Background: an optimization exercise with open tools, aiming at small area. Do not read the settings as production practice.
Function was checked by simulation only, so behaviour that the tests miss may differ from the original.
Power is estimated from default activity; no workload was simulated.

### config.mk
export PLATFORM = sky130hd
export DESIGN_NAME = neuron_status_sequencer
export DESIGN_NICKNAME = neuron_status_sequencer
export VERILOG_FILES = /design/flow/design.v
export SDC_FILE = /design/flow/constraint.sdc
export NUM_CORES = 4
export LEC_CHECK = 0
export CAP_MARGIN = 20
export CORE_MARGIN = 2
export CORE_UTILIZATION = 40
export SLEW_MARGIN = 20
### constraint.sdc
create_clock -name core_clock -period 6.0 [get_ports {Clock}]
set_input_delay 1.2000 -clock core_clock [delete_from_list [all_inputs] [get_ports {Clock}]]
set_output_delay 1.2000 -clock core_clock [all_outputs]
set_load 0.01 [all_outputs]
### design.v
module neuron_status_sequencer #(
  parameter int DATA_WIDTH        = 64,
  parameter int TREF_WIDTH        = 5,
  parameter int NEURON_ADDR_WIDTH = 4
) (
  input  logic                         Clock,
  input  logic                         Reset,
  input  logic                         Start,
  input  logic                         InitWrEn,
  input  logic [NEURON_ADDR_WIDTH-1:0] InitAddr,
  input  logic signed [DATA_WIDTH-1:0] InitVmem,
  output logic                         UpdateEnable,
  output logic [NEURON_ADDR_WIDTH-1:0] NeuronAddr,
  output logic signed [DATA_WIDTH-1:0] Vmem,
  output logic signed [DATA_WIDTH-1:0] gex,
  output logic signed [DATA_WIDTH-1:0] gin,
  output logic [TREF_WIDTH+2:0]        RefVal,
  input  logic signed [DATA_WIDTH-1:0] VmemIn,
  input  logic signed [DATA_WIDTH-1:0] gexIn,
  input  logic signed [DATA_WIDTH-1:0] ginIn,
  input  logic [TREF_WIDTH+2:0]        RefValIn,
  input  logic                         SpikeIn,
  output logic                         SpikeValid,
  output logic [NEURON_ADDR_WIDTH-1:0] SpikeAddr,
  output logic                         Busy,
  output logic                         Done
);
  localparam int NUM_NEURONS = 1 << NEURON_ADDR_WIDTH;
  localparam int REF_WIDTH   = TREF_WIDTH + 3;
  typedef enum logic [1:0] {
    ST_IDLE,
    ST_ISSUE,
    ST_CAPTURE,
    ST_DONE
  } state_t;
  state_t state;
  logic signed [DATA_WIDTH-1:0] vmem_q   [NUM_NEURONS];
  logic signed [DATA_WIDTH-1:0] gex_q    [NUM_NEURONS];
  logic signed [DATA_WIDTH-1:0] gin_q    [NUM_NEURONS];
  logic        [REF_WIDTH-1:0]  refval_q [NUM_NEURONS];
  logic [NEURON_ADDR_WIDTH-1:0] spike_addr_q;
  logic init_write;
  logic capture_write;
  assign init_write    = (state == ST_IDLE) && InitWrEn;
  assign capture_write = (state == ST_CAPTURE);
  assign Vmem   = vmem_q[NeuronAddr];
  assign gex    = gex_q[NeuronAddr];
  assign gin    = gin_q[NeuronAddr];
  assign RefVal = refval_q[NeuronAddr];
  assign SpikeValid = capture_write && SpikeIn;
  assign SpikeAddr  = SpikeValid ? NeuronAddr : spike_addr_q;
  always_ff @(posedge Clock) begin
    if (Reset) begin
      state        <= ST_IDLE;
      NeuronAddr   <= '0;
      UpdateEnable <= 1'b0;
      Busy         <= 1'b0;
      Done         <= 1'b0;
    end else begin
      UpdateEnable <= 1'b0;
      Done         <= 1'b0;
      case (state)
        ST_IDLE: begin
          if (Start) begin
            state        <= ST_ISSUE;
            NeuronAddr   <= '0;
            UpdateEnable <= 1'b1;
            Busy         <= 1'b1;
          end
        end
        ST_ISSUE: begin
          state <= ST_CAPTURE;
        end
        ST_CAPTURE: begin
          if (NeuronAddr == NEURON_ADDR_WIDTH'(NUM_NEURONS - 1)) begin
            state      <= ST_DONE;
            NeuronAddr <= '0;
            Done       <= 1'b1;
          end else begin
            state        <= ST_ISSUE;
            NeuronAddr   <= NeuronAddr + 1'b1;
            UpdateEnable <= 1'b1;
          end
        end
        ST_DONE: begin
          state      <= ST_IDLE;
          NeuronAddr <= '0;
          Busy       <= 1'b0;
        end
        default: begin
          state      <= ST_IDLE;
          NeuronAddr <= '0;
          Busy       <= 1'b0;
        end
      endcase
    end
  end
  always_ff @(posedge Clock) begin
    if (Reset) begin
      for (int i = 0; i < NUM_NEURONS; i++) begin
        vmem_q[i]   <= '0;
        gex_q[i]    <= '0;
        gin_q[i]    <= '0;
        refval_q[i] <= '0;
      end
    end else if (init_write) begin
      vmem_q[InitAddr]   <= InitVmem;
      gex_q[InitAddr]    <= '0;
      gin_q[InitAddr]    <= '0;
      refval_q[InitAddr] <= '0;
    end else if (capture_write) begin
      vmem_q[NeuronAddr]   <= VmemIn;
      gex_q[NeuronAddr]    <= gexIn;
      gin_q[NeuronAddr]    <= ginIn;
      refval_q[NeuronAddr] <= RefValIn;
    end
  end
  always_ff @(posedge Clock) begin
    if (Reset) begin
      spike_addr_q <= '0;
    end else if (SpikeValid) begin
      spike_addr_q <= NeuronAddr;
    end
  end
endmodule
### run.sh
#!/bin/bash
# synth_recipe.tcl (not shown) runs the flow's synth.tcl, then flattens the netlist and writes it again
# the make line also repeats each setting of config.mk as NAME=value (left out here)
make -C /OpenROAD-flow-scripts/flow DESIGN_CONFIG=/design/flow/config.mk WORK_HOME=/design/flow/orfs CLKGATE_MAP_FILE= SYNTH_SCRIPT=/design/flow/synth_recipe.tcl finish
==> results_dict.tcl, run 1 <==
set metrics [dict create \
    seq_area_um2 96400 \
    skew_ns 0.0449 \
    slew_headroom_pct 14.3 \
    cp-end-kind "output port" \
    grt_max_degree 135 \
    crit_type "flop to output port" \
    num-fill-cells 29050 \
    setup_violations 0 \
    port_buffers 484 \
    clockRootBuffer "clkbuf_16" \
    ys_ff_latch 3217 \
    preCtsSetupSlack_ns 0.763 \
    drt_pass1_iterations 5 \
    critPathRequiredTime_ns 4.80 \
    cts_tree "done" \
    ys_types 33 \
    final_common_cell "nor2_1" \
    grt_util_all_layers_pct 24.5 \
    report.final.slew_viol_count 0 \
    r2r-start "state[1]$_SDFFE_PP0P_" \
    drt_wl_total_um 424000 \
    cts_htree_levels 5 \
    outcome "timing/DRC/antenna clean" \
    rsz0062_at_grt "false" \
    ys_warn_count 1 \
    drc 0 \
    clk_path_buf_depth 4 \
    clk_pin_slew_ns 0.06 \
    die_x_um 586 \
    clk_latency_ns 0.93 \
    cts.sinks 3217 \
    gp_congestion 0.771 \
    peakVddDrop_uv 253 \
    cts_resized 0 \
    setup.worst_path.start_class "flop" \
    endpoint "gin[51]" \
    drive_above_1_share_pct 16.9 \
    hp-class "flop to flop" \
    final_cell_mix "nor2_1, edfxtp_1, mux4_2, clkdlybuf4s50_1, clkbuf_16" \
    syn-num-nets 9245 \
    syn_area_per_cell_um2 15.1 \
    antenna_found_initial 13 \
    timing.final.crit_share_pct 94.3 \
    synth-edff-count 3200 \
    drt_iter0_drc 9956 \
    syn_area_um2 135000 \
    hold_buffers 0 \
    ys_async_sr_fraction_pct 0 \
    ys_seq_area_share_pct 71.3 \
    pin_count 485 \
    via_per_inst 5.84 \
    crit_fanout 34 \
    tightest_slew_ns 1.29 \
    leakage_uw 0.0508 \
    reg2reg_depth 6 \
    wire_per_inst_um 30.2 \
    numCtsBuffers 340 \
    postCtsSetupBuffers 0 \
    period_minus_slack_ns 5.66 \
    vias 82095 \
    core-area_um2 337000 \
    dp_hpwl_um 229000 \
    layout_setup_ws_ns 0.342 \
    overflow 0 \
    final_nets 9540 \
    p_per_area_nw_per_um2 311 \
    rows 213 \
    grt_pass1_wl_um 603000 \
    die_h_um 586 \
    grt_pass1_vias 84112 \
    syn_to_final_growth_pct 15.9 \
    maxCapViolCount 0 \
    multi_input_area_um2 35500 \
    dieArea_um2 343000 \
    synth_ff_type "edfxtp_1" \
    cp_data_arrival_time_ns 4.46 \
    fmax_mhz 177 \
    synthCells 8971 \
    initial_core_util_pct 40.2 \
    ff2ff_setup_slack_ns 1.76 \
    final_util_pct 46.6 \
    ant_nets 0 \
    hold_violations 0 \
    reg2reg_to "gin_q[15][47]$_SDFFCE_PN0P_" \
]
[report_power, final]
| group | switching, uW | internal (uW) |
|---|---|---|
| registers | 222 | 25500 |
| logic | 1740 | 1050 |
| clock network | 9040 | 11300 |
[worst min path at each step]
stage                                  from           endpoint  slack, ns  cells after the start
after floorplan           Busy$_SDFFE_PP0P_  Busy$_SDFFE_PP0P_       0.52                      2
after global placement    Busy$_SDFFE_PP0P_  Busy$_SDFFE_PP0P_       0.50                      2
after detailed placement  Busy$_SDFFE_PP0P_  Busy$_SDFFE_PP0P_       0.51                      2
after CTS                 Busy$_SDFFE_PP0P_  Busy$_SDFFE_PP0P_       0.53                      2
after global routing      Busy$_SDFFE_PP0P_  Busy$_SDFFE_PP0P_       0.59                      2
final                     Busy$_SDFFE_PP0P_  Busy$_SDFFE_PP0P_       0.52                      2
[logic make-up (layout without fill, tap and decap cells)]
kind of cell               after synthesis  count (layout)  synth area share, %
and+or+nand+nor                       3617            3617                 10.2
DFF                                   3217            3217                 71.3
muxes                                  874             874                 13.9
buffers and inverters                  849            1419                 2.60
AOI/OAI and AO/OA                      412             412                 2.08
adders and majority gates                1               1              0.00925
xor gates and xnor gates                 1               1              0.00647
other                                    0               5                    0
[synthesized netlist by cell type, types with 2 or more instances]
cell      count  area share, %
nor3_1        2         0.0074
or2_2         3          0.014
buf_2       258           0.95
a21oi_1       4          0.015
and2_1        4          0.018
mux2_2        7          0.058
inv_1         2         0.0056
nand2_1     233           0.65
nor2_1     3318            9.2
o21ai_0       2         0.0074
a32oi_1       2          0.013
nand2b_1     25           0.12
edfxtp_1   3200             71
buf_1        68           0.19
o22ai_1     218            1.0
nor2b_1      11          0.051
a22oi_1     182            1.0
mux2i_1      67           0.50
clkbuf_1    520            1.4
mux4_2      800             13
nand4_1      17          0.079
dfxtp_1      17           0.25
[metrics by stage]
stage	hold slack, ns	area, um^2	power, uW	setup TNS, ns	instances
2_1_floorplan	0.524	135000	27600	-1219.74	8971
3_3_place_gp	0.497	146000	28900	0	13438
3_5_place_dp	0.512	146000	29000	0	13439
4_1_cts	0.530	157000	49100	0	14056
5_1_grt	0.587	157000	50100	0	14060
6_report	0.522	157000	48800	0	14061
[worst max-delay path: stages (launching register included)]
cell,delay [ns]
dfxtp_4,0.71
nand2b_4,0.88
buf_4,0.44
o22ai_1,0.15
nor2_1,0.55
clkdlybuf4s50_1,0.67
[flip-flops by register name (all words and copies together), names as in the netlist, named ones only]
signal and flops:
UpdateEnable 1, spike_addr_q 4, gex_q 1024, Busy 1, NeuronAddr 4, vmem_q 1024, gin_q 1024, refval_q 128
Done 1, state 2
[final cells by class]
cell class | instances | area share [%]
well taps | 4515 | 3.60
diodes | 5 | 0.00798
inverters | 2 | 0.00479
flip-flops and latches | 3217 | 61.5
clock inverters | 203 | 1.16
clock buffers | 414 | 5.60
multi-input cells | 4905 | 22.7
repair buffers | 800 | 5.48
[layer usage]
metal	global-route usage, %	routed length (um)
met1	32.5	160000
met5	0	30
met3	3.46	38300
met4	8.05	14300
met2	41.5	211000
==> run 2: changes to the inputs <==
==> design.v (replaced) <==
module neuron_status_sequencer #(
  parameter int DATA_WIDTH        = 64,
  parameter int TREF_WIDTH        = 5,
  parameter int NEURON_ADDR_WIDTH = 4
) (
  input  logic                         Clock,
  input  logic                         Reset,
  input  logic                         Start,
  input  logic                         InitWrEn,
  input  logic [NEURON_ADDR_WIDTH-1:0] InitAddr,
  input  logic signed [DATA_WIDTH-1:0] InitVmem,
  output logic                         UpdateEnable,
  output logic [NEURON_ADDR_WIDTH-1:0] NeuronAddr,
  output logic signed [DATA_WIDTH-1:0] Vmem,
  output logic signed [DATA_WIDTH-1:0] gex,
  output logic signed [DATA_WIDTH-1:0] gin,
  output logic [TREF_WIDTH+2:0]        RefVal,
  input  logic signed [DATA_WIDTH-1:0] VmemIn,
  input  logic signed [DATA_WIDTH-1:0] gexIn,
  input  logic signed [DATA_WIDTH-1:0] ginIn,
  input  logic [TREF_WIDTH+2:0]        RefValIn,
  input  logic                         SpikeIn,
  output logic                         SpikeValid,
  output logic [NEURON_ADDR_WIDTH-1:0] SpikeAddr,
  output logic                         Busy,
  output logic                         Done
);
  localparam int NUM_NEURONS = 1 << NEURON_ADDR_WIDTH;
  localparam int REF_WIDTH   = TREF_WIDTH + 3;
  localparam int G_WIDTH     = 2 * DATA_WIDTH + REF_WIDTH;
  logic capture;
  assign UpdateEnable = Busy & ~capture & ~Done;
  always_ff @(posedge Clock) begin
    if (Reset) begin
      Busy       <= 1'b0;
      capture    <= 1'b0;
      Done       <= 1'b0;
      NeuronAddr <= '0;
    end else if (!Busy) begin
      Busy <= Start;
    end else if (Done) begin
      Busy <= 1'b0;
      Done <= 1'b0;
    end else if (!capture) begin
      capture <= 1'b1;
    end else begin
      capture    <= 1'b0;
      NeuronAddr <= NeuronAddr + 1'b1;
      Done       <= &NeuronAddr;
    end
  end
  logic init_write;
  assign init_write = ~Busy & InitWrEn;
  logic [NUM_NEURONS-1:0] vmem_v;
  logic [NUM_NEURONS-1:0] g_v;
  always_ff @(posedge Clock) begin
    for (int i = 0; i < NUM_NEURONS; i++) begin
      if (Reset) begin
        vmem_v[i] <= 1'b0;
        g_v[i]    <= 1'b0;
      end else if (init_write && InitAddr == i) begin
        vmem_v[i] <= 1'b1;
        g_v[i]    <= 1'b0;
      end else if (capture && NeuronAddr == i) begin
        vmem_v[i] <= 1'b1;
        g_v[i]    <= 1'b1;
      end
    end
  end
  logic [DATA_WIDTH-1:0] vmem_q [NUM_NEURONS];
  logic [DATA_WIDTH-1:0] vmem_wd;
  assign vmem_wd = capture ? VmemIn : InitVmem;
  always_ff @(posedge Clock) begin
    for (int i = 0; i < NUM_NEURONS; i++) begin
      if ((init_write && InitAddr == i) || (capture && NeuronAddr == i))
        vmem_q[i] <= vmem_wd;
    end
  end
  always_comb begin
    Vmem = '0;
    for (int i = 0; i < NUM_NEURONS; i++)
      Vmem = Vmem | (vmem_q[i] & {DATA_WIDTH{vmem_v[i] && NeuronAddr == i}});
  end
  logic [G_WIDTH-1:0] g_q [NUM_NEURONS];
  always_ff @(posedge Clock) begin
    if (capture) begin
      for (int i = 0; i < NUM_NEURONS - 1; i++)
        g_q[i] <= g_q[i+1];
      g_q[NUM_NEURONS-1] <= {gexIn, ginIn, RefValIn};
    end
  end
  logic g_ok;
  assign g_ok = g_v[NeuronAddr];
  assign {gex, gin, RefVal} = g_q[0] & {G_WIDTH{g_ok}};
  logic [NEURON_ADDR_WIDTH-1:0] spike_addr_q;
  assign SpikeValid = capture & SpikeIn;
  assign SpikeAddr  = SpikeValid ? NeuronAddr : spike_addr_q;
  always_ff @(posedge Clock) begin
    if (Reset)
      spike_addr_q <= '0;
    else if (SpikeValid)
      spike_addr_q <= NeuronAddr;
  end
endmodule
--- a/config.mk
+++ b/config.mk
@@ -8,4 +8,7 @@
 export CAP_MARGIN = 20
 export CORE_MARGIN = 2
-export CORE_UTILIZATION = 40
+export CORE_UTILIZATION = 55
+export CTS_BUF_LIST = sky130_fd_sc_hd__clkbuf_4 sky130_fd_sc_hd__clkbuf_8
+export CTS_CLUSTER_SIZE = 25
+export PLACE_DENSITY = 0.65
 export SLEW_MARGIN = 20
==> run 2 against run 1 <==
Core utilization is 18 points higher; die area is 43% lower; register-to-register slack better by 0.88 ns; sequential share of layout area is 17 points higher; clock power is 19% lower; via count is 46% lower; worst setup slack worse by 0.024 ns; clock-buffer cell count is 231 higher; wire length is 57% lower; critical path type unchanged; highest routed layer is now met4.
==> results_dict.tcl, run 2 <==
set metrics [dict create \
    outcome "timing/DRC/antenna clean" \
    peakVddDrop_uv 277 \
    initial_core_util_pct 55.3 \
    via_per_inst 5.42 \
    ant_nets 0 \
    reg2reg_to "g_q[15][17]$_DFFE_PP_" \
    overflow 0 \
    report.final.slew_viol_count 0 \
    min_to "g_q[2][85]$_DFFE_PP_" \
    ys_warn_count 3 \
    slowest_delay_ns 0.75 \
    cp_cell_sequence "inv_1, ha_1, and3_2, buf_4, a22oi_1, nand3_1, a211o_1, clkdlybuf4s50_1" \
    num-fill-cells 12542 \
    cts_tree "done" \
    cp-end-kind "output port" \
    final_util_pct 64.6 \
    timing.final.crit_share_pct 94.7 \
    hold_depth 0 \
    p_per_area_nw_per_um2 369 \
    dp_hpwl_um 94000 \
    critPathRequiredTime_ns 4.80 \
    grt_util_all_layers_pct 18.3 \
    ys_ff_latch 3243 \
    clockRootBuffer "clkbuf_8" \
    final_cell_mix "edfxtp_1, clkbuf_8, clkdlybuf4s50_1, a22oi_1, clkbuf_4" \
    ys_seq_area_share_pct 92.2 \
    syn_area_um2 105000 \
    ys_types 46 \
    grt_max_degree 201 \
    drt_iter0_drc 4696 \
    final_common_cell "edfxtp_1" \
    tightest_slew_ns 1.10 \
    die_x_um 441 \
    pin_count 485 \
    clk_path_buf_depth 4 \
    vias 44423 \
    clk_latency_ns 1.08 \
    ff2ff_setup_slack_ns 2.64 \
    multi_input_area_um2 7860 \
    leakage_uw 0.0399 \
    antenna_found_initial 7 \
    gp_congestion 0.801 \
    synth.most_common_cell "edfxtp_1" \
    grt_pass1_vias 43892 \
    r2r-start "capture$_SDFFE_PP0P_" \
    min_from "g_q[3][85]$_DFFE_PP_" \
    seq_area_um2 97000 \
    synth_top_area_share_pct 91.3 \
    clk_pin_slew_ns 0.06 \
    numCtsBuffers 490 \
    drc 0 \
    reg2reg_depth 3 \
    yosys-top-cells-count "edfxtp_1, a22oi_1, and2_1" \
    maxCapViolCount 0 \
    path_buf_inv 3 \
    dieArea_um2 195000 \
    hp-class "flop to flop" \
    syn_area_per_cell_um2 23.8 \
    cp_data_arrival_time_ns 4.48 \
    grt_pass1_wl_um 263000 \
    top_register "g_q" \
    rsz0062_at_grt "false" \
    syn-num-nets 4697 \
    skew_ns 0.0827 \
    syn_to_final_growth_pct 16.9 \
    cts_htree_levels 5 \
    crit_family "buffers and inverters" \
    cts.sinks 3243 \
    setup.worst_path.start_class "flop" \
    synth_ff_type "edfxtp_1" \
    slew_headroom_pct 26.6 \
    top_regs "g_q x2176, vmem_q x1024" \
    drive_above_1_share_pct 15.9 \
    drt_wl_total_um 180000 \
    final_nets 5600 \
    drt_pass1_iterations 6 \
    finalSetupTns_ns 0 \
    dp.cells 7342 \
    crit_type "flop to output port" \
    instances_no_fill 8197 \
    cpMaxStageDelayCell "and3_2" \
    synth_area_leaders "edfxtp_1, a22oi_1, dfxtp_1" \
    synth-edff-count 3200 \
    wire_per_inst_um 22.0 \
    largest_register_ffs 2176 \
    crit_fanout 24 \
    setup_violations 0 \
    fmax_mhz 176 \
    synthCells 4420 \
    core-area_um2 190000 \
    ys_async_sr_fraction_pct 0 \
    hold_violations 0 \
    die_h_um 441 \
    postCtsSetupBuffers 0 \
    period_minus_slack_ns 5.68 \
    rows 160 \
    synth_top_area_cell "edfxtp_1" \
    port_buffers 484 \
]
## run 2: how the worst max path moves through the flow
stage	startpoint	endpoint	cells after the start	slack, ns
6_report	NeuronAddr[0]$_SDFFE_PP0P_	Vmem[59]	8	0.32
5_1_grt	NeuronAddr[0]$_SDFFE_PP0P_	Vmem[62]	8	0.03
4_1_cts	NeuronAddr[0]$_SDFFE_PP0P_	Vmem[16]	9	0.05
3_5_place_dp	NeuronAddr[1]$_SDFFE_PP0P_	Vmem[16]	9	1.17
3_3_place_gp	NeuronAddr[1]$_SDFFE_PP0P_	Vmem[29]	9	1.25
2_1_floorplan	capture$_SDFFE_PP0P_	vmem_q[11][0]$_DFFE_PP_	4	-11.09
## run 2: report_power, final
| part | total [uW] | leakage [uW] | internal (uW) | switching [uW] |
|---|---|---|---|---|
| Clock | 16400 | 0.00477 | 8790 | 7640 |
| Combinational | 1860 | 0.00538 | 566 | 1290 |
| Sequential | 27100 | 0.0298 | 26800 | 311 |
| Total | 45400 | 0.0399 | 36100 | 9250 |
## run 2: layer usage
metal	global-route usage, %	wire (um)	up-vias
met5	0	0	-
met4	8.51	6480	0
met3	4.66	14400	406
met2	29.4	89100	1720
met1	23.6	70300	22154
li1	-	-	20143
## run 2: what timing repair did
action	CTS	global route
gates resized for setup	1	2
setup endpoints to repair	32	36
hold buffers	0	0
## run 2: through the flow
stage	setup slack (ns)	cell area (um^2)	hold WS (ns)	power (uW)
after floorplan	-11.09	105000	0.400	29300
after global placement	1.25	114000	0.400	29400
after detailed placement	1.17	114000	0.405	29500
after CTS	0.0463	123000	0.358	46000
after global routing	0.0264	123000	0.367	47200
final	0.317	123000	0.356	45400
## run 2: cell type report
cell class,instances,area share (%)
clock inverters,205,0.849
multi-input cells,1017,6.39
repair buffers,565,4.86
inverters,6,0.0183
well taps,2511,2.56
diodes,5,0.0102
clock buffers,645,6.46
flip-flops and latches,3243,78.9
## run 2: cells by family after synthesis
kind of cell	count (synthesis)	share of synthesized area (%)
xor+xnor	3	0.0250
flops	3243	92.2
buf+inv	160	0.641
fa+ha+maj	4	0.0476
simple gates	381	1.99
compound gates	558	4.35
mux	71	0.779
==> run 3: changes to the inputs <==
--- a/config.mk
+++ b/config.mk
@@ -9,6 +9,6 @@
 export CORE_MARGIN = 2
 export CORE_UTILIZATION = 55
-export CTS_BUF_LIST = sky130_fd_sc_hd__clkbuf_4 sky130_fd_sc_hd__clkbuf_8
-export CTS_CLUSTER_SIZE = 25
+export CTS_CLUSTER_DIAMETER = 60
+export CTS_CLUSTER_SIZE = 30
 export PLACE_DENSITY = 0.65
 export SLEW_MARGIN = 20
==> run 3 against run 2 <==
Highest routed layer unchanged; area after synthesis is the same; critical endpoint is now Vmem[48]; clock skew fell by 0.051 ns; sequential share of layout area increased by 1.9 points.
==> results_dict.tcl, run 3 <==
set metrics [dict create \
    instances_no_fill 7656 \
    cp_cell_sequence "buf_4, nor2b_1, and3_2, buf_4, a22oi_1, nand3_1, a211o_1, clkdlybuf4s50_1" \
    drc 0 \
    finalSetupTns_ns 0 \
    skew_ns 0.0321 \
    ys_types 46 \
    maxCapViolCount 0 \
    yosys-top-cells-count "edfxtp_1, a22oi_1, and2_1" \
    top_regs "g_q x2176, vmem_q x1024" \
    cpMostUsedCell "buf_4" \
    ff2ff_setup_slack_ns 2.71 \
    cts_tree "done" \
    synthCells 4420 \
    p_per_area_nw_per_um2 353 \
    cp_data_arrival_time_ns 4.42 \
    synth.most_common_cell "edfxtp_1" \
    rows 160 \
    hold_violations 0 \
    leakage_uw 0.0381 \
    whs_ns 0.401 \
    dp.cells 7342 \
    setup.worst_path.start_class "flop" \
    r2r-start "capture$_SDFFE_PP0P_" \
    outcome "timing/DRC/antenna clean" \
    wire_per_inst_um 22.9 \
    overflow 0 \
    peakVddDrop_uv 235 \
    grt_pass1_wl_um 254000 \
    synth_area_leaders "edfxtp_1, a22oi_1, dfxtp_1" \
    syn_area_um2 105000 \
    largest_register_ffs 2176 \
    dieArea_um2 195000 \
    min_to "g_q[14][124]$_DFFE_PP_" \
    grt_util_all_layers_pct 17.7 \
    antenna_found_initial 8 \
    synth_ff_type "edfxtp_1" \
    path_buf_inv 3 \
    clk_latency_ns 0.83 \
    reg2reg_to "g_q[14][1]$_DFFE_PP_" \
    cts.sinks 3243 \
    cpMaxStageDelayCell "dfxtp_1" \
    final_common_cell "edfxtp_1" \
    drt_pass1_iterations 7 \
    cts_htree_levels 4 \
    final_cell_mix "edfxtp_1, clkdlybuf4s50_1, a22oi_1, clkbuf_16, and2_1" \
    gp_congestion 0.801 \
    min_from "g_q[15][124]$_DFFE_PP_" \
    crit_type "flop to output port" \
    synth_top_area_cell "edfxtp_1" \
    numCtsBuffers 170 \
    crit_family "buffers and inverters" \
    ant_nets 0 \
    ys_seq_area_share_pct 92.2 \
    fmax_mhz 178 \
    setup_violations 0 \
    slowest_delay_ns 0.79 \
    initial_core_util_pct 55.3 \
    via_per_inst 5.55 \
    report.final.slew_viol_count 0 \
    rsz0062_at_grt "false" \
    dp_hpwl_um 94000 \
    syn_area_per_cell_um2 23.8 \
    timing.final.crit_share_pct 93.7 \
    die_h_um 441 \
    final_nets 5280 \
    crit_fanout 27 \
    grt_pass1_vias 40637 \
    syn_to_final_growth_pct 14.2 \
    die_x_um 441 \
    clk_pin_slew_ns 0.11 \
    syn-num-nets 4697 \
    synth-edff-count 3200 \
    slew_headroom_pct 25.4 \
    top_register "g_q" \
    clockRootBuffer "clkbuf_16" \
    ys_async_sr_fraction_pct 0 \
    clk_path_buf_depth 3 \
    drt_iter0_drc 4979 \
    tightest_slew_ns 1.12 \
    reg2reg_depth 3 \
    ys_warn_count 3 \
    vias 42528 \
    period_minus_slack_ns 5.62 \
    hold_depth 0 \
    hold_buffers 0 \
    num-fill-cells 12720 \
    synth_top_area_share_pct 91.3 \
    cp-end-kind "output port" \
    grt_max_degree 201 \
    hp-class "flop to flop" \
    drive_above_1_share_pct 9.59 \
    core-area_um2 190000 \
    ys_ff_latch 3243 \
    drt_wl_total_um 175000 \
    port_buffers 484 \
    critPathRequiredTime_ns 4.80 \
    pin_count 485 \
]
[run 3: cell counts after synthesis]
Identical to the previous run, type by type.
[run 3: timing repair]
item | in CTS | in global routing
endpoints found under the setup margin | 0 | 1
setup buffers | 0 | 0
resized for setup | 0 | 1
[run 3: final cells by class]
cell class / count / area [um^2] / area share, %
antenna: 5 / 12.5 / 0.0104
clock buffer: 183 / 4410 / 3.67
clock inverter: 126 / 1720 / 1.43
inverter: 6 / 22.5 / 0.0188
multi-input combinational: 1017 / 7860 / 6.54
sequential: 3243 / 97000 / 80.7
tap: 2511 / 3140 / 2.62
timing repair buffer: 565 / 5970 / 4.97
[run 3: kinds of logic (layout without fill, tap and decap cells)]
| kind of cell | Yosys count | in the layout | synth area share (%) |
|---|---|---|---|
| AOI/OAI and AO/OA | 558 | 558 | 4.35 |
| xor gates and xnor gates | 3 | 3 | 0.0250 |
| muxes | 71 | 71 | 0.779 |
| and+or+nand+nor | 381 | 381 | 1.99 |
| other | 0 | 5 | 0 |
| buffers and inverters | 160 | 880 | 0.641 |
| DFF | 3243 | 3243 | 92.2 |
| adders and majority gates | 4 | 4 | 0.0476 |
[run 3: metrics by stage]
step | total power [uW] | instance area [um^2] | worst slack [ns] | utilization (%)
global route | 43900 | 120000 | 0.139 | 63.1
detailed placement | 29500 | 114000 | 1.17 | 59.9
CTS | 42900 | 120000 | 0.188 | 63.1
global placement | 29400 | 114000 | 1.25 | 59.9
floorplan | 29300 | 105000 | -11.09 | -
finish | 42400 | 120000 | 0.376 | 63.1
[run 3: report_power, final]
part           leakage [uW]  internal, uW  switching (uW)
combinational       0.00538           566            1290
sequential           0.0298         26700             311
clock               0.00295          6060            7490
total                0.0381         33400            9090
[run 3: worst max-delay path by stage]
stage                                from                       to  slack, ns  cells past startpoint
2_1_floorplan        capture$_SDFFE_PP0P_  vmem_q[11][0]$_DFFE_PP_     -11.09                      4
3_3_place_gp   NeuronAddr[1]$_SDFFE_PP0P_                 Vmem[29]       1.25                      9
3_5_place_dp   NeuronAddr[1]$_SDFFE_PP0P_                 Vmem[16]       1.17                      9
4_1_cts        NeuronAddr[1]$_SDFFE_PP0P_                 Vmem[16]       0.19                      9
5_1_grt        NeuronAddr[2]$_SDFFE_PP0P_                 Vmem[48]       0.14                      8
6_report       NeuronAddr[2]$_SDFFE_PP0P_                 Vmem[48]       0.38                      8
[run 3: worst register-to-register path: stages, from the launching register on]
cell,delay [ns]
dfxtp_4,0.75
buf_4,0.50
buf_12,0.59
buf_4,1.02
[run 3: metal layers]
layer  track usage [%]  share of wire [%]  up-vias
met2              29.0                 50     1418
met4              6.94                3.5        0
met5                 0                  0        -
met1              23.8                 40    21483
met3              3.33                6.8      296
li1                  -                  -    19331
==> run 4: changes to the inputs <==
--- a/config.mk
+++ b/config.mk
@@ -8,7 +8,4 @@
 export CAP_MARGIN = 20
 export CORE_MARGIN = 2
-export CORE_UTILIZATION = 55
-export CTS_CLUSTER_DIAMETER = 60
-export CTS_CLUSTER_SIZE = 30
-export PLACE_DENSITY = 0.65
+export CORE_UTILIZATION = 40
 export SLEW_MARGIN = 20
==> run 4 against run 3 <==
Still clean; wire length up 7.2%; global-route usage decreased by 4.0 points; die area is 37% higher; design area grew 4.9%; maximum frequency is 0.33% higher; clock-buffer cell count is 221 higher; core utilization decreased by 15 points; critical path depth up 1; critical path type unchanged.
==> results_dict.tcl, run 4 <==
set metrics [dict create \
    outcome "timing/DRC/antenna clean" \
    maxCapViolCount 0 \
    p_per_area_nw_per_um2 388 \
    ys_types 46 \
    port_buffers 484 \
    slew_headroom_pct 26.2 \
    crit_family "buffers and inverters" \
    grt_busiest_layer "met2" \
    peakVddDrop_uv 269 \
    slowest_delay_ns 0.70 \
    final_cell_mix "edfxtp_1, clkdlybuf4s50_1, clkbuf_16, a22oi_1, and2_1" \
    drt_pass1_iterations 7 \
    drt_wl_total_um 188000 \
    drive_above_1_share_pct 12.6 \
    synth_top_area_share_pct 91.3 \
    drt_iter0_drc 4693 \
    design_area_um2 126000 \
    leakage_uw 0.0405 \
    grt_util_all_layers_pct 13.7 \
    overflow 0 \
    reg2reg_depth 3 \
    use_met2_pct 20.7 \
    clockRootBuffer "clkbuf_16" \
    numCtsBuffers 341 \
    path_buf_inv 3 \
    hp-class "flop to flop" \
    r2r-start "capture$_SDFFE_PP0P_" \
    largest_register_ffs 2176 \
    critical_path_cell_count 9 \
    fmax_mhz 178 \
    die_x_um 517 \
    grt_max_degree 206 \
    synth-edff-count 3200 \
    grt_pass1_vias 43182 \
    report.final.slew_viol_count 0 \
    grt_use_met3_pct 3.15 \
    met1_usage_pct 19.5 \
    pin_count 485 \
    rsz0062_at_grt "false" \
    cp_cell_sequence "inv_1, ha_1, and4b_4, buf_4, a22o_1, a221oi_1, nand3_1, a211o_1, clkdlybuf4s50_1" \
    synthCells 4420 \
    period_minus_slack_ns 5.61 \
    cp_data_arrival_time_ns 4.41 \
    top_register "g_q" \
    ys_async_sr_fraction_pct 0 \
    cts.sinks 3243 \
    timing.final.crit_share_pct 93.4 \
    hold_depth 0 \
    finalSetupTns_ns 0 \
    yosys-top-cells-count "edfxtp_1, a22oi_1, and2_1" \
    dp_hpwl_um 100000 \
    crit_fanout 28 \
    ant_nets 0 \
    wire_per_inst_um 21.0 \
    postCtsSetupBuffers 0 \
    finalPower_uw 48800 \
    final_nets 5476 \
    grt_pass1_wl_um 274000 \
    syn_area_um2 105000 \
    syn_to_final_growth_pct 19.7 \
    tightest_slew_ns 1.11 \
    synth_area_leaders "edfxtp_1, a22oi_1, dfxtp_1" \
    top_regs "g_q x2176, vmem_q x1024" \
    crit_type "flop to output port" \
    syn-num-nets 4697 \
    skew_ns 0.0882 \
    cpMaxStageDelayCell "and4b_4" \
    drc 0 \
    instances_no_fill 8960 \
    synth_top_area_cell "edfxtp_1" \
    ys_seq_area_share_pct 92.2 \
    gp_congestion 0.764 \
    synth_ff_type "edfxtp_1" \
    dieArea_um2 267000 \
    clk_path_buf_depth 4 \
    crit_path_start "NeuronAddr[0]$_SDFFE_PP0P_" \
    cp-end-kind "output port" \
    vias 44217 \
    final_common_cell "edfxtp_1" \
    clk_pin_slew_ns 0.06 \
    hold_violations 0 \
    cts_tree "done" \
    min_from "g_q[6][17]$_DFFE_PP_" \
    syn_area_per_cell_um2 23.8 \
    ys_ff_latch 3243 \
    setup_violations 0 \
    clk_latency_ns 0.92 \
    dpl_cell_area_um2 115000 \
    core-area_um2 262000 \
    die_h_um 517 \
    initial_core_util_pct 40.1 \
    via_per_inst 4.93 \
    antenna_found_initial 6 \
    synth.most_common_cell "edfxtp_1" \
    critPathRequiredTime_ns 4.80 \
    setup.worst_path.start_class "flop" \
    cts_htree_levels 5 \
    dp.cells 8371 \
    ys_warn_count 3 \
    rows 188 \
]
run 4: cell counts after synthesis:
Identical to the previous run, type by type.
run 4: routing by layer:
metal / share of wire [%] / vias up
met1: 43 / 22429
li1: - / 19837
met4: 2.8 / 2
met5: 0.0069 / -
met3: 8.0 / 334
met2: 46 / 1615
run 4: worst paths after layout:
path / slack, ns / to
worst max-delay path: 0.39 / Vmem[51]
worst min register to register: 0.35 / g_q[5][17]$_DFFE_PP_
worst max register to register: 2.57 / g_q[13][104]$_DFFE_PP_
worst min-delay path: 0.35 / g_q[5][17]$_DFFE_PP_
run 4: kinds of logic after synthesis:
logic type	share of synthesized area, %
AND/OR/NAND/NOR	1.99
AO/OA/AOI/OAI	4.35
multiplexers	0.779
buffers and inverters	0.641
XOR/XNOR	0.0250
adder cells (fa/ha/maj)	0.0476
flip-flops	92.2
run 4: metrics by stage:
| stage | util [%] | hold WS (ns) | worst slack (ns) |
|---|---|---|---|
| after global placement | 44.0 | 0.400 | 1.13 |
| after global routing | 48.1 | 0.376 | 0.220 |
| after floorplan | - | 0.400 | -11.09 |
| after CTS | 48.1 | 0.350 | 0.0472 |
| after detailed placement | 44.0 | 0.405 | 1.05 |
| final | 48.1 | 0.353 | 0.394 |
run 4: cell type report:
class | count | area (um^2)
antenna | 5 | 12.5
timing repair buffer | 590 | 6150
inverter | 6 | 22.5
multi-input combinational | 1017 | 7860
fill | 21067 | 136000
tap | 3515 | 4400
clock buffer | 404 | 8930
sequential | 3243 | 97000
clock inverter | 180 | 1640
run 4: worst register-to-register path, cell delays in order (launching register included):
cell and delay (ns):
dfxtp_4 0.77, buf_4 0.53, buf_4 0.76, buf_12 0.70
run 4: power by group:
part / switching [uW] / internal [uW] / total [uW]
Clock: 8070 / 11800 / 19800
Combinational: 1290 / 565 / 1860
Sequential: 345 / 26800 / 27100
run 4: repair_timing:
| action | CTS | global route |
|---|---|---|
| setup endpoints to repair | 0 | 15 |
| gates resized for setup | 0 | 2 |
| hold buffers | 0 | 0 |
==> run 5: changes to the inputs <==
==> flow/run.sh (new file) <==
#!/bin/bash
# Standard ORFS layout (the standard.sh, standard synthesis included) with two changes:
# ports are buffered with the smallest buffer, sky130_fd_sc_hd__buf_1, and CTS inserts
# no dummy loads. Each tool's output is logged under orfs/logs; make's output goes to
# flow_make.log in the work folder.
set -euo pipefail
export BUFFER_PORTS_ARGS="-buffer_cell sky130_fd_sc_hd__buf_1"
export CTS_ARGS="-sink_clustering_enable -repair_clock_nets -dont_use_dummy_load -sink_clustering_size 30 -sink_clustering_max_diameter 60"
bash standard.sh finish > flow_make.log 2>&1
==> standard.sh (new file) <==
#!/bin/bash
# synth_recipe.tcl (not shown) runs the flow's synth.tcl, then flattens the netlist and writes it again
# the make line also repeats each setting of config.mk as NAME=value (left out here)
make -C /OpenROAD-flow-scripts/flow DESIGN_CONFIG=/design/flow/config.mk WORK_HOME=/design/flow/orfs CLKGATE_MAP_FILE= SYNTH_SCRIPT=/design/flow/synth_recipe.tcl "${@:-finish}"
--- a/config.mk
+++ b/config.mk
@@ -8,4 +8,7 @@
 export CAP_MARGIN = 20
 export CORE_MARGIN = 2
-export CORE_UTILIZATION = 40
+export CORE_UTILIZATION = 55
+export CTS_CLUSTER_DIAMETER = 60
+export CTS_CLUSTER_SIZE = 30
+export PLACE_DENSITY = 0.65
 export SLEW_MARGIN = 20
removed: run.sh
==> run 5 against run 4 <==
Still clean on timing, DRC and antenna; sequential power hardly changed; synthesized cell count stayed put; clock power shrank 43%; core utilization is 12 points higher; clock skew down 0.00079 ns; power down 18%; cell count shrank 16%; non-clock buffer count is 22 lower; clock-buffer cell count down 235.
==> results_dict.tcl, run 5 <==
set metrics [dict create \
    top_register "g_q" \
    grt_util_all_layers_pct 17.3 \
    report.final.slew_viol_count 0 \
    clockRootBuffer "clkbuf_16" \
    grt_max_degree 207 \
    drt_iter0_drc 4530 \
    setup.worst_path.start_class "flop" \
    overflow 0 \
    clk_latency_ns 0.82 \
    grt_pass1_vias 40451 \
    top_regs "g_q x2176, vmem_q x1024" \
    clk_path_buf_depth 3 \
    ys_async_sr_fraction_pct 0 \
    setup_violations 0 \
    numCtsBuffers 169 \
    die_h_um 441 \
    maxCapViolCount 0 \
    drive_above_1_share_pct 7.36 \
    final_common_cell "edfxtp_1" \
    largest_register_ffs 2176 \
    critPathRequiredTime_ns 4.80 \
    cts_resized 0 \
    crit_type "flop to output port" \
    clk_pin_slew_ns 0.10 \
    slew_headroom_pct 24.8 \
    syn_area_per_cell_um2 23.8 \
    synth_top_area_cell "edfxtp_1" \
    drt_wl_total_um 170000 \
    synth_area_leaders "edfxtp_1, a22oi_1, dfxtp_1" \
    period_minus_slack_ns 5.46 \
    ys_ff_latch 3243 \
    yosys-top-cells-count "edfxtp_1, a22oi_1, and2_1" \
    ys_seq_area_share_pct 92.2 \
    synth-edff-count 3200 \
    peakVddDrop_uv 262 \
    outcome "timing/DRC/antenna clean" \
    cp_data_arrival_time_ns 4.26 \
    die_x_um 441 \
    rsz0062_at_grt "false" \
    rows 160 \
    synth_ff_type "edfxtp_1" \
    timing.final.crit_share_pct 91.0 \
    antenna_found_initial 6 \
    wire_per_inst_um 22.7 \
    drc 0 \
    core-area_um2 190000 \
    pin_count 485 \
    vias 42274 \
    ys_warn_count 3 \
    cts.sinks 3243 \
    p_per_area_nw_per_um2 346 \
    dieArea_um2 195000 \
    skew_ns 0.0874 \
    synth.most_common_cell "edfxtp_1" \
    final_nets 5282 \
    finalSetupTns_ns 0 \
    fmax_mhz 183 \
    postCtsSetupBuffers 0 \
    grt_pass1_wl_um 251000 \
    final_cell_mix "edfxtp_1, buf_1, a22oi_1, clkbuf_16, and2_1" \
    synthCells 4420 \
    cts_htree_levels 4 \
    ant_nets 0 \
    leakage_uw 0.0360 \
    hold_buffers 0 \
    gp_congestion 0.801 \
    synth_top_area_share_pct 91.3 \
    syn-num-nets 4697 \
    dp_hpwl_um 93300 \
    initial_core_util_pct 55.3 \
    ys_types 46 \
    drt_pass1_iterations 9 \
    cts_tree "done" \
    cp-end-kind "output port" \
    tightest_slew_ns 1.13 \
    syn_area_um2 105000 \
    port_buffers 484 \
    whs_ns 0.368 \
    crit_fanout 28 \
    hold_violations 0 \
    via_per_inst 5.62 \
    hp-class "flop to flop" \
    syn_to_final_growth_pct 9.25 \
]
[run 5: cell counts after synthesis]
No cell type changed its count.
[run 5: critical path, stage by stage (launching register included)]
cell	delay (ns)
dfxtp_1	0.96
nor2b_1	0.44
and3_2	0.88
buf_4	0.48
a222oi_1	0.15
nand3_1	0.12
a211o_1	0.17
buf_1	0.17
[run 5: final cells by class]
type                            instances  area [um^2]
Sequential cell                      3243        97000
Inverter                                6         22.5
Multi-Input combinational cell       1017         7860
Clock buffer                          169         4230
Fill cell                           13193        75300
Antenna cell                            2         5.00
Tap cell                             2511         3140
Timing Repair Buffer                  568         2720
[run 5: power breakdown]
group          total, uW  switching, uW  internal [uW]
Combinational       1600           1290            304
Clock              11200           6150           5000
Sequential         27000            313          26700
[run 5: kinds of logic after synthesis]
group / after synthesis / synth area share [%]
flip-flops: 3243 / 92.2
AO/OA/AOI/OAI: 558 / 4.35
AND/OR/NAND/NOR: 381 / 1.99
buffers and inverters: 160 / 0.641
multiplexers: 71 / 0.779
adder cells (fa/ha/maj): 4 / 0.0476
XOR/XNOR: 3 / 0.0250
[run 5: per-stage QoR]
| step | utilization [%] | std cells | total power [uW] | worst slack (ns) | instance area (um^2) |
|---|---|---|---|---|---|
| after global placement | 58.2 | 7344 | 29100 | 1.58 | 111000 |
| after CTS | 60.4 | 7514 | 40300 | 0.515 | 115000 |
| final | 60.4 | 7516 | 39800 | 0.539 | 115000 |
| after detailed placement | 58.2 | 7345 | 29200 | 1.45 | 111000 |
| after floorplan | - | 4420 | 29300 | -11.09 | 105000 |
| after global routing | 60.4 | 7516 | 41200 | 0.323 | 115000 |
[run 5: final timing paths]
| kind | to | from | slack (ns) | cells after the start |
|---|---|---|---|---|
| max reg2reg | vmem_q[12][52]$_DFFE_PP_ | NeuronAddr[2]$_SDFFE_PP0P_ | 2.76 | 3 |
| min | g_q[10][119]$_DFFE_PP_ | g_q[11][119]$_DFFE_PP_ | 0.37 | 0 |
| max | Vmem[1] | NeuronAddr[3]$_SDFFE_PP0P_ | 0.54 | 7 |
| min reg2reg | g_q[10][119]$_DFFE_PP_ | g_q[11][119]$_DFFE_PP_ | 0.37 | 0 |
[run 5: layer usage]
layer	GRT usage [%]	share of wire, %
met3	2.99	6.3
met1	23.4	41
met4	5.75	2.9
met5	0	0
met2	28.8	50
==> run 6: changes to the inputs <==
--- a/design.v
+++ b/design.v
@@ -70,5 +70,5 @@
   logic [DATA_WIDTH-1:0] vmem_q [NUM_NEURONS];
   logic [DATA_WIDTH-1:0] vmem_wd;
-  assign vmem_wd = capture ? VmemIn : InitVmem;
+  assign vmem_wd = (VmemIn & {DATA_WIDTH{capture}}) | (InitVmem & {DATA_WIDTH{~Busy}});
   always_ff @(posedge Clock) begin
     for (int i = 0; i < NUM_NEURONS; i++) begin
==> run 6 against run 5 <==
Sequential cell count did not move; power fell by 0.12%; design area fell by 0.14%; worst setup slack got worse by 0.29 ns; maximum frequency fell by 5.0%; clock skew fell by 0.022 ns; combinational power barely moved; sequential power barely moved; global-route usage rose by 0.41 points; worst hold slack got worse by 0.0095 ns; sequential share of layout area rose by 0.12 points; critical path depth did not move; largest power group unchanged.
==> results_dict.tcl, run 6 <==
set metrics [dict create \
    core-area_um2 190000 \
    ys_types 44 \
    port_buffers 484 \
    cp-end-kind "output port" \
    reg2reg_to "vmem_q[15][49]$_DFFE_PP_" \
    p_per_area_nw_per_um2 346 \
    dieArea_um2 195000 \
    leakage_uw 0.0361 \
    setup.worst_path.start_class "flop" \
    synthCells 4427 \
    dp_hpwl_um 96100 \
    report.final.slew_viol_count 0 \
    gp_congestion 0.799 \
    synth.most_common_cell "edfxtp_1" \
    outcome "timing/DRC/antenna clean" \
    hp-class "flop to flop" \
    rsz0062_at_grt "false" \
    drt_pass1_iterations 6 \
    numCtsBuffers 166 \
    final_common_cell "edfxtp_1" \
    cts_htree_levels 4 \
    cts_tree "done" \
    slowest_delay_ns 0.87 \
    ys_warn_count 3 \
    maxCapViolCount 0 \
    peakVddDrop_uv 359 \
    synth_top_area_cell "edfxtp_1" \
    drc 0 \
    tightest_slew_ns 1.22 \
    grt_max_degree 209 \
    r2r-start "NeuronAddr[1]$_SDFFE_PP0P_" \
    drt_iter0_drc 5125 \
    rows 160 \
    via_per_inst 5.69 \
    final_cell_mix "edfxtp_1, buf_1, a22oi_1, clkbuf_16, and2_1" \
    syn_area_per_cell_um2 23.7 \
    final_nets 5279 \
    crit_path_start "NeuronAddr[1]$_SDFFE_PP0P_" \
    finalSetupTns_ns 0 \
    synth_area_leaders "edfxtp_1, a22oi_1, a22o_1" \
    clk_path_buf_depth 3 \
    syn_to_final_growth_pct 9.20 \
    ys_async_sr_fraction_pct 0 \
    grt_pass1_vias 40418 \
    overflow 0 \
    die_h_um 441 \
    syn-num-nets 4704 \
    cpMaxStageDelayCell "and3_2" \
    crit_family "simple AND/OR/NAND/NOR gates" \
    drive_above_1_share_pct 6.06 \
    ff2ff_setup_slack_ns 2.62 \
    clk_pin_slew_ns 0.10 \
    top_register "g_q" \
    postCtsSetupBuffers 0 \
    fmax_mhz 174 \
    timing.final.crit_share_pct 95.8 \
    die_x_um 441 \
    synth_ff_type "edfxtp_1" \
    pin_count 485 \
    synth-edff-count 3200 \
    setup_violations 0 \
    cts.sinks 3243 \
    cp_cell_sequence "ha_1, and3_2, buf_4, a221oi_1, nand3_1, a211o_1, buf_1" \
    path_buf_inv 2 \
    crit_fanout 37 \
    period_minus_slack_ns 5.75 \
    drt_wl_total_um 176000 \
    hold_violations 0 \
    grt_util_all_layers_pct 17.7 \
    initial_core_util_pct 55.3 \
    ys_ff_latch 3243 \
    skew_ns 0.0653 \
    yosys-top-cells-count "edfxtp_1, a22oi_1, nand3_1" \
    reg2reg_depth 4 \
    clk_latency_ns 0.80 \
    synth_top_area_share_pct 91.4 \
    endpoint "Vmem[15]" \
    vias 42771 \
    grt_pass1_wl_um 254000 \
    ant_nets 0 \
    crit_type "flop to output port" \
    critical_path_cell_count 7 \
    slew_headroom_pct 18.3 \
    clockRootBuffer "clkbuf_16" \
    wire_per_inst_um 23.4 \
    top_regs "g_q x2176, vmem_q x1024" \
    largest_register_ffs 2176 \
    syn_area_um2 105000 \
    antenna_found_initial 2 \
    critPathRequiredTime_ns 4.80 \
    cp_data_arrival_time_ns 4.55 \
    hold_buffers 0 \
    cts_resized 0 \
    whs_ns 0.359 \
    ys_seq_area_share_pct 92.2 \
]
[run 6: cell count changes after synthesis, moves of 10 or more]
| cell | delta |
|---|---|
| mux2_2 | -64 |
| clkbuf_1 | -23 |
| o22ai_1 | -10 |
| a22o_1 | +64 |
| buf_2 | +24 |
[run 6: worst min path at each step]
stage	startpoint	end	slack (ns)	cells after the start
after global placement	g_q[7][37]$_DFFE_PP_	g_q[6][37]$_DFFE_PP_	0.40	0
after detailed placement	g_q[1][101]$_DFFE_PP_	g_q[0][101]$_DFFE_PP_	0.40	0
final	g_q[3][74]$_DFFE_PP_	g_q[2][74]$_DFFE_PP_	0.36	0
after floorplan	g_q[1][0]$_DFFE_PP_	g_q[0][0]$_DFFE_PP_	0.40	0
after CTS	g_q[3][74]$_DFFE_PP_	g_q[2][74]$_DFFE_PP_	0.36	0
after global routing	g_q[3][74]$_DFFE_PP_	g_q[2][74]$_DFFE_PP_	0.36	0
[run 6: cells by family after synthesis]
family                   count (synthesis)  synth area share, %
buffers and inverters                  164                0.688
multiplexers                             7               0.0940
flip-flops                            3243                 92.2
XOR/XNOR                                 3               0.0250
adder cells (fa/ha/maj)                  4               0.0476
AND/OR/NAND/NOR                        386                 2.02
AO/OA/AOI/OAI                          620                 4.88
[run 6: metrics by stage]
step                instance area, um^2  setup slack [ns]  instances  power [uW]  util (%)
floorplan                        105000            -13.37       4427       29300         -
CTS                              115000             0.238       7510       40200      60.4
global placement                 111000              1.25       7344       29100      58.2
finish                           115000             0.250       7513       39700      60.4
detailed placement               111000              1.13       7344       29200      58.2
global route                     115000             0.151       7512       41100      60.4
[run 6: cell type report]
| class | instances | area (um^2) |
|---|---|---|
| timing repair buffer | 567 | 2760 |
| tap | 2511 | 3140 |
| inverter | 4 | 15.0 |
| fill | 13086 | 75200 |
| clock buffer | 166 | 4150 |
| antenna | 2 | 5.00 |
| sequential | 3243 | 97000 |
| multi-input combinational | 1020 | 7740 |
[run 6: power by group]
group	total [uW]	switching, uW	internal (uW)
Combinational	1630	1340	288
Clock	11100	6160	4920
Sequential	27000	299	26700
Total	39700	7790	32000
[run 6: routing by layer]
metal / wire [um] / track usage [%] / vias to the layer above
li1: - / - / 19217
met1: 70200 / 23.9 / 21765
met2: 88300 / 29.5 / 1512
met3: 11500 / 2.83 / 275
met4: 5800 / 6.34 / 2
met5: 13 / 0 / -
==> run 7: changes to the inputs <==
--- a/flow/run.sh
+++ b/flow/run.sh
@@ -6,4 +6,4 @@
 set -euo pipefail
 export BUFFER_PORTS_ARGS="-buffer_cell sky130_fd_sc_hd__buf_1"
-export CTS_ARGS="-sink_clustering_enable -repair_clock_nets -dont_use_dummy_load -sink_clustering_size 30 -sink_clustering_max_diameter 60"
+export CTS_ARGS="-sink_clustering_enable -repair_clock_nets -dont_use_dummy_load -sink_clustering_size 36 -sink_clustering_max_diameter 70"
 bash standard.sh finish > flow_make.log 2>&1
--- a/config.mk
+++ b/config.mk
@@ -9,6 +9,6 @@
 export CORE_MARGIN = 2
 export CORE_UTILIZATION = 55
-export CTS_CLUSTER_DIAMETER = 60
-export CTS_CLUSTER_SIZE = 30
+export CTS_CLUSTER_DIAMETER = 70
+export CTS_CLUSTER_SIZE = 36
 export PLACE_DENSITY = 0.65
 export SLEW_MARGIN = 20
==> run 7 against run 6 <==
Synthesized cell count is the same; sequential cell count is the same; via count shrank 0.70%; core utilization shrank 0.38 points; non-clock buffer count is the same; wire length shrank 0.37%; cell count shrank 0.37%; largest cell class unchanged.
==> results_dict.tcl, run 7 <==
set metrics [dict create \
    final_common_cell "edfxtp_1" \
    crit_type "flop to output port" \
    clockRootBuffer "clkbuf_16" \
    cpMaxStageDelayCell "and3_2" \
    skew_ns 0.0877 \
    dp.cells 7344 \
    reg2reg_depth 4 \
    gp_congestion 0.799 \
    synth.most_common_cell "edfxtp_1" \
    internal-power_uw 31100 \
    cp_cell_sequence "ha_1, and3_2, buf_4, a221oi_1, nand3_1, a211o_1, buf_1" \
    dp_hpwl_um 96100 \
    yosys.area_share.simple_pct 2.02 \
    synth-edff-count 3200 \
    via_per_inst 5.67 \
    min_to "g_q[2][74]$_DFFE_PP_" \
    p_sw_uw 7630 \
    reg2reg_to "vmem_q[15][23]$_DFFE_PP_" \
    cts_htree_levels 4 \
    cts_tree "done" \
    ys_seq_area_share_pct 92.2 \
    yosys-top-cells-count "edfxtp_1, a22oi_1, nand3_1" \
    rsz0062_at_grt "false" \
    syn_area_um2 105000 \
    drt_iter0_drc 4961 \
    port_buffers 484 \
    crit_fanout 37 \
    maxCapViolCount 0 \
    grt_max_degree 209 \
    slew_headroom_pct 24.5 \
    rows 160 \
    synth_top_area_cell "edfxtp_1" \
    dieArea_um2 195000 \
    setup_violations 0 \
    die_h_um 441 \
    top_register "g_q" \
    ys_ff_latch 3243 \
    critPathRequiredTime_ns 4.80 \
    timing.final.crit_share_pct 95.6 \
    synthCells 4427 \
    ant_nets 0 \
    slowest_delay_ns 0.87 \
    combPwrFrac_pct 4.2 \
    ys_types 44 \
    seqPwrFrac_pct 69.8 \
    synth_top_area_share_pct 91.4 \
    synth_area_leaders "edfxtp_1, a22oi_1, a22o_1" \
    drt_wl_total_um 175000 \
    cts_resized 0 \
    overflow 0 \
    outcome "timing/DRC/antenna clean" \
    core-area_um2 190000 \
    hold_buffers 0 \
    final_cell_mix "edfxtp_1, buf_1, a22oi_1, and2_1, clkbuf_16" \
    clk_path_buf_depth 3 \
    setup.worst_path.start_class "flop" \
    hold_depth 0 \
    hp-class "flop to flop" \
    ys_warn_count 3 \
    synth_ff_type "edfxtp_1" \
    peakVddDrop_uv 278 \
    cp-end-kind "output port" \
    swShare_pct 19.7 \
    crit_family "simple AND/OR/NAND/NOR gates" \
    drc 0 \
    synth_top_family_by_area "compound AO/OA/AOI/OAI gates" \
    pin_count 485 \
    hold_violations 0 \
    tightest_slew_ns 1.13 \
    grt_util_all_layers_pct 17.6 \
    initial_core_util_pct 55.3 \
    final_nets 5250 \
    period_minus_slack_ns 5.73 \
    cp_data_arrival_time_ns 4.53 \
    grt_pass1_wl_um 252000 \
    clk_pin_slew_ns 0.10 \
    path_buf_inv 2 \
    clk_latency_ns 0.80 \
    ff2ff_setup_slack_ns 2.63 \
    top_regs "g_q x2176, vmem_q x1024" \
    pwr-share-clk_pct 26.1 \
    instances_no_fill 7485 \
    r2r-start "NeuronAddr[1]$_SDFFE_PP0P_" \
    syn_area_per_cell_um2 23.7 \
    synth_compound_area_share_pct 4.88 \
    drt_pass1_iterations 8 \
    ys_async_sr_fraction_pct 0 \
    syn-num-nets 4704 \
    synthMuxAreaShare_pct 0.0940 \
    postCtsSetupBuffers 0 \
    largest_register_ffs 2176 \
    die_x_um 441 \
    antenna_found_initial 2 \
    p_per_area_nw_per_um2 340 \
    vias 42471 \
    fmax_mhz 174 \
    min_from "g_q[3][74]$_DFFE_PP_" \
    synth_fa_ha_area_share_pct 0.0476 \
    drive_above_1_share_pct 5.51 \
    report.final.slew_viol_count 0 \
    numCtsBuffers 137 \
    grt_pass1_vias 40005 \
    syn_to_final_growth_pct 8.51 \
    cts.sinks 3243 \
    wire_per_inst_um 23.4 \
    leakage_uw 0.0357 \
    synth-xor-area-share_pct 0.0250 \
    finalSetupTns_ns 0 \
]
[run 7: cell types whose count changed in the layout (fill, tap and decap cells not counted)]
cell / before / now
clkbuf_16: 166 / 137
diode_2: 2 / 3
[run 7: per-layer routing]
metal	vias to the layer above	GRT usage [%]	routed length (um)
li1	19152	-	-
met1	21699	23.8	69900
met2	1349	29.6	88900
met3	269	2.71	11000
met4	2	5.93	5360
met5	-	0	13
[run 7: cell type report]
class | instances | area, um^2
clock buffer | 137 | 3430
multi-input combinational | 1020 | 7740
tap | 2511 | 3140
fill | 13159 | 75900
inverter | 4 | 15.0
antenna | 3 | 7.51
timing repair buffer | 567 | 2760
sequential | 3243 | 97000
[run 7: logic make-up after synthesis]
kind of cell,Yosys count
AO/OA/AOI/OAI,620
adder cells (fa/ha/maj),4
flip-flops,3243
buffers and inverters,164
XOR/XNOR,3
multiplexers,7
AND/OR/NAND/NOR,386
[run 7: metrics by stage]
| stage | hold slack (ns) | setup WS (ns) | area, um^2 | utilization, % | total power, uW |
|---|---|---|---|---|---|
| after floorplan | 0.400 | -13.37 | 105000 | - | 29300 |
| final | 0.323 | 0.266 | 114000 | 60.0 | 38800 |
| after CTS | 0.319 | 0.223 | 114000 | 60.0 | 39200 |
| after global routing | 0.324 | 0.130 | 114000 | 60.0 | 40100 |
| after detailed placement | 0.405 | 1.13 | 111000 | 58.2 | 29200 |
| after global placement | 0.400 | 1.25 | 111000 | 58.2 | 29100 |
[run 7: how the worst max path moves through the flow]
stage | start | end | slack (ns) | cells past startpoint
final | NeuronAddr[1]$_SDFFE_PP0P_ | Vmem[29] | 0.27 | 7
after global placement | NeuronAddr[1]$_SDFFE_PP0P_ | Vmem[29] | 1.25 | 7
after CTS | NeuronAddr[1]$_SDFFE_PP0P_ | Vmem[15] | 0.22 | 7
after floorplan | capture$_SDFFE_PP0P_ | SpikeAddr[2] | -13.37 | 2
after detailed placement | NeuronAddr[1]$_SDFFE_PP0P_ | Vmem[15] | 1.13 | 7
after global routing | NeuronAddr[1]$_SDFFE_PP0P_ | Vmem[29] | 0.13 | 7
[run 7: power groups by stage]
stage	Sequential, uW	Combinational (uW)	Clock, uW
global route	27200	1780	11100
finish	27000	1620	10100
global placement	27500	1620	0
floorplan	28800	516	0
CTS	27100	1660	10400
detailed placement	27600	1660	0
==> run 8: changes to the inputs <==
--- a/flow/run.sh
+++ b/flow/run.sh
@@ -6,4 +6,4 @@
 set -euo pipefail
 export BUFFER_PORTS_ARGS="-buffer_cell sky130_fd_sc_hd__buf_1"
-export CTS_ARGS="-sink_clustering_enable -repair_clock_nets -dont_use_dummy_load -sink_clustering_size 36 -sink_clustering_max_diameter 70"
+export CTS_ARGS="-sink_clustering_enable -repair_clock_nets -dont_use_dummy_load -sink_clustering_size 40 -sink_clustering_max_diameter 60"
 bash standard.sh finish > flow_make.log 2>&1
--- a/config.mk
+++ b/config.mk
@@ -8,7 +8,7 @@
 export CAP_MARGIN = 20
 export CORE_MARGIN = 2
-export CORE_UTILIZATION = 55
-export CTS_CLUSTER_DIAMETER = 70
-export CTS_CLUSTER_SIZE = 36
-export PLACE_DENSITY = 0.65
+export CORE_UTILIZATION = 70
+export CTS_CLUSTER_DIAMETER = 60
+export CTS_CLUSTER_SIZE = 40
+export PLACE_DENSITY = 0.75
 export SLEW_MARGIN = 20
==> run 8 against run 7 <==
Maximum frequency up 1.1%; wire length up 0.94%; critical path depth rose by 2; clock-buffer cell count grew 12; largest cell class unchanged.
==> results_dict.tcl, run 8 <==
set metrics [dict create \
    outcome "timing/DRC/antenna clean" \
    slew_headroom_pct 28.6 \
    skew_ns 0.0785 \
    gp_congestion 0.825 \
    dpl_cell_area_um2 110000 \
    seq_area_um2 97000 \
    port_buffers 484 \
    ys_ff_latch 3243 \
    timing.final.crit_share_pct 94.5 \
    wire_per_inst_um 25.3 \
    p_per_area_nw_per_um2 344 \
    dieArea_um2 153000 \
    cts_resized 0 \
    synth-edff-count 3200 \
    drt_iter0_drc 5108 \
    initial_core_util_pct 70.3 \
    synth_top_area_cell "edfxtp_1" \
    rsz0062_at_grt "false" \
    yosys.area_share.simple_pct 2.02 \
    final_nets 5252 \
    synth_top_area_share_pct 91.4 \
    grt_use_met3_pct 4.28 \
    cts_htree_levels 4 \
    vias 43020 \
    hold_buffers 0 \
    die_x_um 391 \
    design_area_um2 114000 \
    synth_top_family_by_area "compound AO/OA/AOI/OAI gates" \
    final_common_cell "edfxtp_1" \
    setup_violations 0 \
    numCtsBuffers 149 \
    pin_count 485 \
    die_h_um 391 \
    largest_register_ffs 2176 \
    period_minus_slack_ns 5.67 \
    final_util_pct 76.1 \
    cts_tree "done" \
    crit_type "flop to output port" \
    synth_ff_type "edfxtp_1" \
    hp-class "flop to flop" \
    tightest_slew_ns 1.07 \
    synthCells 4427 \
    syn_area_per_cell_um2 23.7 \
    antenna_found_initial 7 \
    instances_no_fill 6991 \
    drt_pass1_iterations 8 \
    cts.sinks 3243 \
    synth.most_common_cell "edfxtp_1" \
    overflow 0 \
    drive_above_1_share_pct 5.55 \
    report.final.slew_viol_count 0 \
    final_cell_mix "edfxtp_1, buf_1, a22oi_1, clkbuf_16, and2_1" \
    fmax_mhz 176 \
    ys_seq_area_share_pct 92.2 \
    top_register "g_q" \
    use_met2_pct 37.3 \
    clockRootBuffer "clkbuf_16" \
    dp_hpwl_um 93500 \
    synthMuxAreaShare_pct 0.0940 \
    finalSetupTns_ns 0 \
    ys_types 44 \
    clk_path_buf_depth 3 \
    ant_nets 0 \
    synth_area_leaders "edfxtp_1, a22oi_1, a22o_1" \
    ys_async_sr_fraction_pct 0 \
    dp.cells 6839 \
    maxCapViolCount 0 \
    via_per_inst 6.15 \
    setup.worst_path.start_class "flop" \
    finalPower_uw 39200 \
    grt_busiest_layer "met2" \
    synth_compound_area_share_pct 4.88 \
    synth_fa_ha_area_share_pct 0.0476 \
    core-area_um2 149000 \
    hold_violations 0 \
    grt_pass1_wl_um 256000 \
    drc 0 \
    clk_latency_ns 0.79 \
    drt_wl_total_um 177000 \
    num-fill-cells 7668 \
    synth-xor-area-share_pct 0.0250 \
    multi_input_area_um2 7730 \
    cp-end-kind "output port" \
    ys_warn_count 3 \
    met1_usage_pct 32.6 \
    grt_pass1_vias 41637 \
    grt_util_all_layers_pct 23.1 \
    clk_pin_slew_ns 0.09 \
    syn_to_final_growth_pct 8.14 \
    cp_data_arrival_time_ns 4.47 \
    syn-num-nets 4704 \
    leakage_uw 0.0358 \
    top_regs "g_q x2176, vmem_q x1024" \
    critPathRequiredTime_ns 4.80 \
    peakVddDrop_uv 392 \
    yosys-top-cells-count "edfxtp_1, a22oi_1, nand3_1" \
    syn_area_um2 105000 \
    rows 142 \
    postCtsSetupBuffers 0 \
    grt_max_degree 206 \
    crit_fanout 41 \
]
run 8: cell counts after synthesis:
Identical to the previous run, type by type.
run 8: stage by stage:
stage	setup slack [ns]	hold slack, ns
after global routing	0.0185	0.393
after floorplan	-13.37	0.400
final	0.330	0.384
after CTS	0.247	0.387
after global placement	1.16	0.400
after detailed placement	1.11	0.405
run 8: logic make-up after synthesis:
family                     count (synthesis)
AOI/OAI and AO/OA                        620
muxes                                      7
and+or+nand+nor                          386
buffers and inverters                    164
adders and majority gates                  4
xor gates and xnor gates                   3
DFF                                     3243
run 8: path summary, 6_finish.rpt:
check	from	to	slack [ns]	depth (start not counted)
max	NeuronAddr[1]$_SDFFE_PP0P_	Vmem[19]	0.33	9
min	g_q[1][21]$_DFFE_PP_	g_q[0][21]$_DFFE_PP_	0.38	0
max reg2reg	capture$_SDFFE_PP0P_	g_q[12][77]$_DFFE_PP_	2.57	3
min reg2reg	g_q[1][21]$_DFFE_PP_	g_q[0][21]$_DFFE_PP_	0.38	0
run 8: layout make-up:
class,instances,share of cell area (%)
flip-flops and latches,3243,85.3
multi-input cells,1020,6.80
repair buffers,557,2.38
inverters,4,0.0132
diodes,2,0.00440
clock buffers,149,3.28
well taps,2016,2.22
run 8: critical path, stage by stage, from the launching register on:
cell      delay [ns]
dfxtp_1         0.47
inv_1           0.19
ha_1            0.61
and4b_2         0.80
buf_4           0.67
a22o_1          0.23
a221oi_1        0.06
nand3_1         0.13
a211o_1         0.18
buf_1           0.37
run 8: power breakdown:
group	internal, uW	switching (uW)
Sequential	26800	373
Clock	4440	5990
Combinational	283	1310
Total	31500	7670
run 8: routing by layer:
metal | vias up | part of all wire [%]
li1 | 19153 | -
met1 | 21605 | 39
met2 | 1962 | 50
met3 | 296 | 8.9
met4 | 4 | 3.0
met5 | - | 0.012

-- what the ideal ports hide --
The flow's constraints put no driver on any port. The routed layouts listed below were extracted and timed again, unchanged, in two steps. Step 1 sets driving cells, clkbuf_16 on the clock port and buf_2 on the other inputs (assumed; they add their load-dependent delay and slew). Step 2, shift: input delay + t, output delay - t, t = (earliest + latest rising clock arrival at the registers) / 2. This alone moves slack from input paths to output paths. Slacks: ideal / step 1 / step 2; pairs: ideal / step 1.
run	t, ns	slack for setup (ns)	cell pins on the clock port's net
run 1	1.024	0.342 / 0.238 / 0.685	1
run 2	1.116	0.317 / 0.243 / 1.359	1
run 3	0.895	0.376 / 0.298 / 1.193	1
run 4	0.983	0.394 / 0.306 / 1.289	1
run 5	0.863	0.539 / 0.461 / 1.323	1
run 6	0.861	0.250 / 0.173 / 1.034	1
run 7	0.850	0.266 / 0.188 / 1.038	1
run 8	0.851	0.330 / 0.250 / 1.101	1
After both steps setup and hold are still met in every run listed.
